Source: an optimization exercise on an open RTL-to-GDS flow (aim: small area). Production flows keep margins and buffers that such runs may drop. RTL that was checked went through simulation tests only; none was proved equivalent to the original. Power and IR drop assume default switching activity.

==> module wvf_acq_top, before the edit <==
module wvf_acq_top
(
  input  logic                  lclk,
  input  logic                  lclk_rst,
  input  logic [ADC_W-1:0]      i_adc_sample,
  input  logic [ADC_W-1:0]      i_thresh,
  input  logic                  i_trig_en,
  input  logic                  i_sw_trig,
  input  logic [POST_LEN_W-1:0] i_post_len,
  input  logic                  i_rdout_ready,
  output logic                  o_rdout_valid,
  output logic [WORD_W-1:0]     o_rdout_word,
  output logic                  o_rdout_last
);
  localparam int HX_W = 1 + POST_LEN_W + (LTC_W - ADC_W);
  localparam logic [LEN_W-1:0] CAPT_IDLE = LEN_W'(-(PRE_LEN + 1));
  localparam logic [LEN_W-1:0] SAMP_HDR  = LEN_W'(-PRE_LEN);
  logic [LTC_W-1:0] ltc;
  logic [ADC_W-1:0] dly [PRE_LEN+1];
  logic             thresh_hit, trig_fire, trig_accept;
  logic             capt_busy, wr_en;
  logic [LEN_W-1:0] capt_cnt;
  logic             store_en;
  logic [ADC_W-1:0] store_lo;
  always_ff @(posedge lclk) begin
    if (lclk_rst) ltc <= '0;
    else          ltc <= ltc + 1'b1;
  end
  logic hist_v1, hist_v5;    
  always_ff @(posedge lclk) begin
    dly[0] <= i_adc_sample;
    for (int i = 1; i <= PRE_LEN; i++) dly[i] <= dly[i-1];
  end
  always_ff @(posedge lclk) begin
    if (lclk_rst) begin
      hist_v1 <= 1'b0;
      hist_v5 <= 1'b0;
    end else begin
      hist_v1 <= 1'b1;
      if (ltc[2]) hist_v5 <= 1'b1;
    end
  end
  logic [6:0] pcnt;     
  logic       ret;      
  logic       pop;
  assign wr_en     = (capt_cnt != CAPT_IDLE);
  assign capt_busy = wr_en && (capt_cnt != CAPT_IDLE + 1'b1);
  assign thresh_hit = i_trig_en && (i_adc_sample >= i_thresh) &&
                      (hist_v1 ? (dly[0] < i_thresh) : (i_thresh != 0));
  assign trig_fire  = thresh_hit || i_sw_trig;
  assign trig_accept = trig_fire && !wr_en &&
                       ({1'b0, pcnt} + 8'(ret) + 8'(i_post_len) <= 8'(BUF_DEPTH - PRE_LEN - 1));
  always_ff @(posedge lclk) begin
    if (lclk_rst)         capt_cnt <= CAPT_IDLE;
    else if (wr_en)       capt_cnt <= capt_cnt - 1'b1;
    else if (trig_accept) capt_cnt <= LEN_W'(i_post_len);
  end
  assign store_en = capt_busy || trig_accept;
  assign store_lo = capt_busy ? (hist_v5 ? dly[PRE_LEN] : '0) : ltc[ADC_W-1:0];
  logic [ADC_W-1:0] mem [BUF_DEPTH];
  logic [HX_W-1:0]  hmem [HDR_DEPTH];
  logic [3:0]       hcnt;
  always_ff @(posedge lclk) begin
    if (store_en) begin
      mem[0] <= store_lo;
      for (int i = 1; i < BUF_DEPTH; i++) mem[i] <= mem[i-1];
    end
  end
  always_ff @(posedge lclk) begin
    if (trig_accept) begin
      hmem[0] <= {i_sw_trig, i_post_len, ltc[LTC_W-1:ADC_W]};
      for (int i = 1; i < HDR_DEPTH; i++) hmem[i] <= hmem[i-1];
    end
  end
  logic [ADC_W-1:0] head_lo;
  logic [HX_W-1:0]  head_hx;
  always_comb begin
    head_lo = '0;
    for (int i = 0; i < BUF_DEPTH; i++)
      if (pcnt == 7'(i + 1)) head_lo = head_lo | mem[i];
    head_hx = '0;
    for (int i = 0; i < HDR_DEPTH; i++)
      if (hcnt == 4'(i + 1)) head_hx = head_hx | hmem[i];
  end
  logic             out_valid;
  logic [ADC_W-1:0] out_lo;
  logic [HX_W:0]    out_hx;      
  logic [LEN_W-1:0] samp_cnt;
  logic             is_hdr, hdr_pop;
  logic [LEN_W-1:0] head_n;
  assign is_hdr  = (samp_cnt == SAMP_HDR);
  assign pop     = (pcnt > 7'(wr_en)) && (!out_valid || i_rdout_ready);
  assign hdr_pop = pop && is_hdr;
  assign head_n  = LEN_W'(PRE_LEN) + LEN_W'(head_hx[HX_W-2 -: POST_LEN_W]);
  always_ff @(posedge lclk) begin
    if (lclk_rst) begin
      pcnt <= '0;
      hcnt <= '0;
      ret  <= 1'b0;
    end else begin
      pcnt <= pcnt + 7'(store_en) - 7'(pop);
      hcnt <= hcnt + 4'(trig_accept) - 4'(hdr_pop);
      ret  <= pop;
    end
  end
  always_ff @(posedge lclk) begin
    if (lclk_rst) begin
      out_valid <= 1'b0;
      samp_cnt  <= SAMP_HDR;
    end else if (pop) begin
      out_valid <= 1'b1;
      if (is_hdr) samp_cnt <= LEN_W'(head_hx[HX_W-2 -: POST_LEN_W]);
      else        samp_cnt <= samp_cnt - 1'b1;
    end else if (i_rdout_ready) begin
      out_valid <= 1'b0;
    end
  end
  always_ff @(posedge lclk) begin
    if (pop) begin
      out_lo <= head_lo;
      out_hx <= is_hdr ? {head_hx[HX_W-1], head_n, head_hx[LTC_W-ADC_W-1:0]} : '0;
    end
  end
  assign o_rdout_valid = out_valid;
  assign o_rdout_word  = {(|out_hx[LTC_W-ADC_W+LEN_W-1 -: LEN_W-2]), out_hx, out_lo};
  assign o_rdout_last  = is_hdr;
endmodule
Settings: LEC_CHECK=0, CAP_MARGIN=20, CORE_MARGIN=2, CORE_UTILIZATION=40, CTS_BUF_LIST=sky130_fd_sc_hd__clkbuf_8, CTS_CLUSTER_DIAMETER=60, CTS_CLUSTER_SIZE=16, SLEW_MARGIN=20; clock period 8.0 ns.
run.sh (not shown) runs the stock make flow with config.mk's settings and CLKGATE_MAP_FILE= SYNTH_SCRIPT=/design/flow/synth_recipe.tcl, a recipe that flattens the netlist after the stock synthesis.
The first run finished clean.
Then changed:
--- a/flow/design.v
+++ b/flow/design.v
@@ -26,15 +26,13 @@
   output logic [WORD_W-1:0]     o_rdout_word,
   output logic                  o_rdout_last
 );
   localparam int HX_W = 1 + POST_LEN_W + (LTC_W - ADC_W);
-  localparam logic [LEN_W-1:0] CAPT_IDLE = LEN_W'(-(PRE_LEN + 1));
-  localparam logic [LEN_W-1:0] SAMP_HDR  = LEN_W'(-PRE_LEN);
   logic [LTC_W-1:0] ltc;
   logic [ADC_W-1:0] dly [PRE_LEN+1];
   logic             thresh_hit, trig_fire, trig_accept;
   logic             capt_busy, wr_en;
-  logic [LEN_W-1:0] capt_cnt;
+  logic [LEN_W-1:0] words_left;
   logic             store_en;
   logic [ADC_W-1:0] store_lo;
   always_ff @(posedge lclk) begin
     if (lclk_rst) ltc <= '0;
@@ -56,19 +54,29 @@
   end
   logic [6:0] pcnt;     
   logic       ret;      
   logic       pop;
-  assign wr_en     = (capt_cnt != CAPT_IDLE);
-  assign capt_busy = wr_en && (capt_cnt != CAPT_IDLE + 1'b1);
-  assign thresh_hit = i_trig_en && (i_adc_sample >= i_thresh) &&
-                      (hist_v1 ? (dly[0] < i_thresh) : (i_thresh != 0));
+  assign thresh_hit = i_trig_en && (i_adc_sample >= i_thresh) && (hist_v1 ? (dly[0] < i_thresh) : (i_thresh != 0));
   assign trig_fire  = thresh_hit || i_sw_trig;
-  assign trig_accept = trig_fire && !wr_en &&
+  assign trig_accept = trig_fire && !capt_busy && !wr_en &&
                        ({1'b0, pcnt} + 8'(ret) + 8'(i_post_len) <= 8'(BUF_DEPTH - PRE_LEN - 1));
   always_ff @(posedge lclk) begin
-    if (lclk_rst)         capt_cnt <= CAPT_IDLE;
-    else if (wr_en)       capt_cnt <= capt_cnt - 1'b1;
-    else if (trig_accept) capt_cnt <= LEN_W'(i_post_len);
+    if (lclk_rst) begin
+      capt_busy  <= 1'b0;
+      words_left <= '0;
+      wr_en      <= 1'b0;
+    end else begin
+      wr_en <= 1'b0;
+      if (capt_busy) begin
+        wr_en <= 1'b1;
+        words_left <= words_left - 1'b1;
+        if (words_left == LEN_W'(1)) capt_busy <= 1'b0;
+      end else if (trig_accept) begin
+        wr_en <= 1'b1;
+        capt_busy <= 1'b1;
+        words_left <= LEN_W'(PRE_LEN) + LEN_W'(i_post_len);
+      end
+    end
   end
   assign store_en = capt_busy || trig_accept;
   assign store_lo = capt_busy ? (hist_v5 ? dly[PRE_LEN] : '0) : ltc[ADC_W-1:0];
   logic [ADC_W-1:0] mem [BUF_DEPTH];
@@ -95,15 +103,15 @@
     head_hx = '0;
     for (int i = 0; i < HDR_DEPTH; i++)
       if (hcnt == 4'(i + 1)) head_hx = head_hx | hmem[i];
   end
-  logic             out_valid;
+  logic             out_valid, out_last, out_kind;
   logic [ADC_W-1:0] out_lo;
   logic [HX_W:0]    out_hx;      
-  logic [LEN_W-1:0] samp_cnt;
+  logic [LEN_W-1:0] samp_left;
   logic             is_hdr, hdr_pop;
   logic [LEN_W-1:0] head_n;
-  assign is_hdr  = (samp_cnt == SAMP_HDR);
+  assign is_hdr  = (samp_left == '0);
   assign pop     = (pcnt > 7'(wr_en)) && (!out_valid || i_rdout_ready);
   assign hdr_pop = pop && is_hdr;
   assign head_n  = LEN_W'(PRE_LEN) + LEN_W'(head_hx[HX_W-2 -: POST_LEN_W]);
   always_ff @(posedge lclk) begin
@@ -119,24 +127,32 @@
   end
   always_ff @(posedge lclk) begin
     if (lclk_rst) begin
       out_valid <= 1'b0;
-      samp_cnt  <= SAMP_HDR;
+      out_last  <= 1'b0;
+      samp_left <= '0;
     end else if (pop) begin
       out_valid <= 1'b1;
-      if (is_hdr) samp_cnt <= LEN_W'(head_hx[HX_W-2 -: POST_LEN_W]);
-      else        samp_cnt <= samp_cnt - 1'b1;
-    end else if (i_rdout_ready) begin
+      if (is_hdr) begin
+        samp_left <= head_n;
+        out_last  <= 1'b0;
+      end else begin
+        samp_left <= samp_left - 1'b1;
+        out_last  <= (samp_left == LEN_W'(1));
+      end
+    end else if (out_valid && i_rdout_ready) begin
       out_valid <= 1'b0;
+      out_last  <= 1'b0;
     end
   end
   always_ff @(posedge lclk) begin
     if (pop) begin
-      out_lo <= head_lo;
-      out_hx <= is_hdr ? {head_hx[HX_W-1], head_n, head_hx[LTC_W-ADC_W-1:0]} : '0;
+      out_lo   <= head_lo;
+      out_kind <= is_hdr;
+      out_hx   <= is_hdr ? {head_hx[HX_W-1], head_n, head_hx[LTC_W-ADC_W-1:0]} : '0;
     end
   end
   assign o_rdout_valid = out_valid;
-  assign o_rdout_word  = {(|out_hx[LTC_W-ADC_W+LEN_W-1 -: LEN_W-2]), out_hx, out_lo};
-  assign o_rdout_last  = is_hdr;
+  assign o_rdout_word  = {out_kind, out_hx, out_lo};
+  assign o_rdout_last  = out_last;
 endmodule
 `default_nettype wire
- The new run finished with timing, DRC and antenna clean
- power is lower by 9.3%
- cell count fell by 1.3%
- combinational power came out lower by 12%
- setup slack improves by 0.52 ns
- die area stays flat
- clock power rose by about 3%
- first-iteration DRC count rose by 8.5%
- cell area grows by 0.86%
- clock skew went up by 0.036 ns
- synthesized area stays flat
- sequential power went down by about 10%
- routed wire length grows by 1.3%
No functional check of the RTL was part of the second run of this note.

static timing again, ports no longer ideal:
Ports are ideal in the flow. The routed layouts listed here were re-timed in OpenROAD.
Step 1 sets driving cells, clkbuf_16 on the clock port and buf_2 on the other inputs (assumed; they add their load-dependent delay and slew).
Step 2 moves the port delays by t, midway between the first and last clock arrival at a register: inputs arrive t later, outputs are due t later. That takes back most of the time a late clock gives input paths.
a / b / c = ideal / step 1 / step 2; a / b = the first two.
run	shift t [ns]	setup WS [ns]	hold WS [ns]
the first run	0.810	2.145 / 2.178 / 1.368	0.325 / 0.325 / 0.325
the second run	0.827	2.664 / 2.700 / 1.873	0.320 / 0.320 / 0.320
After both steps every run listed still meets setup and hold. For the second run, which loses most, drivers alone change the setup slack by +0.036 ns; drivers and shift together by -0.791 ns.
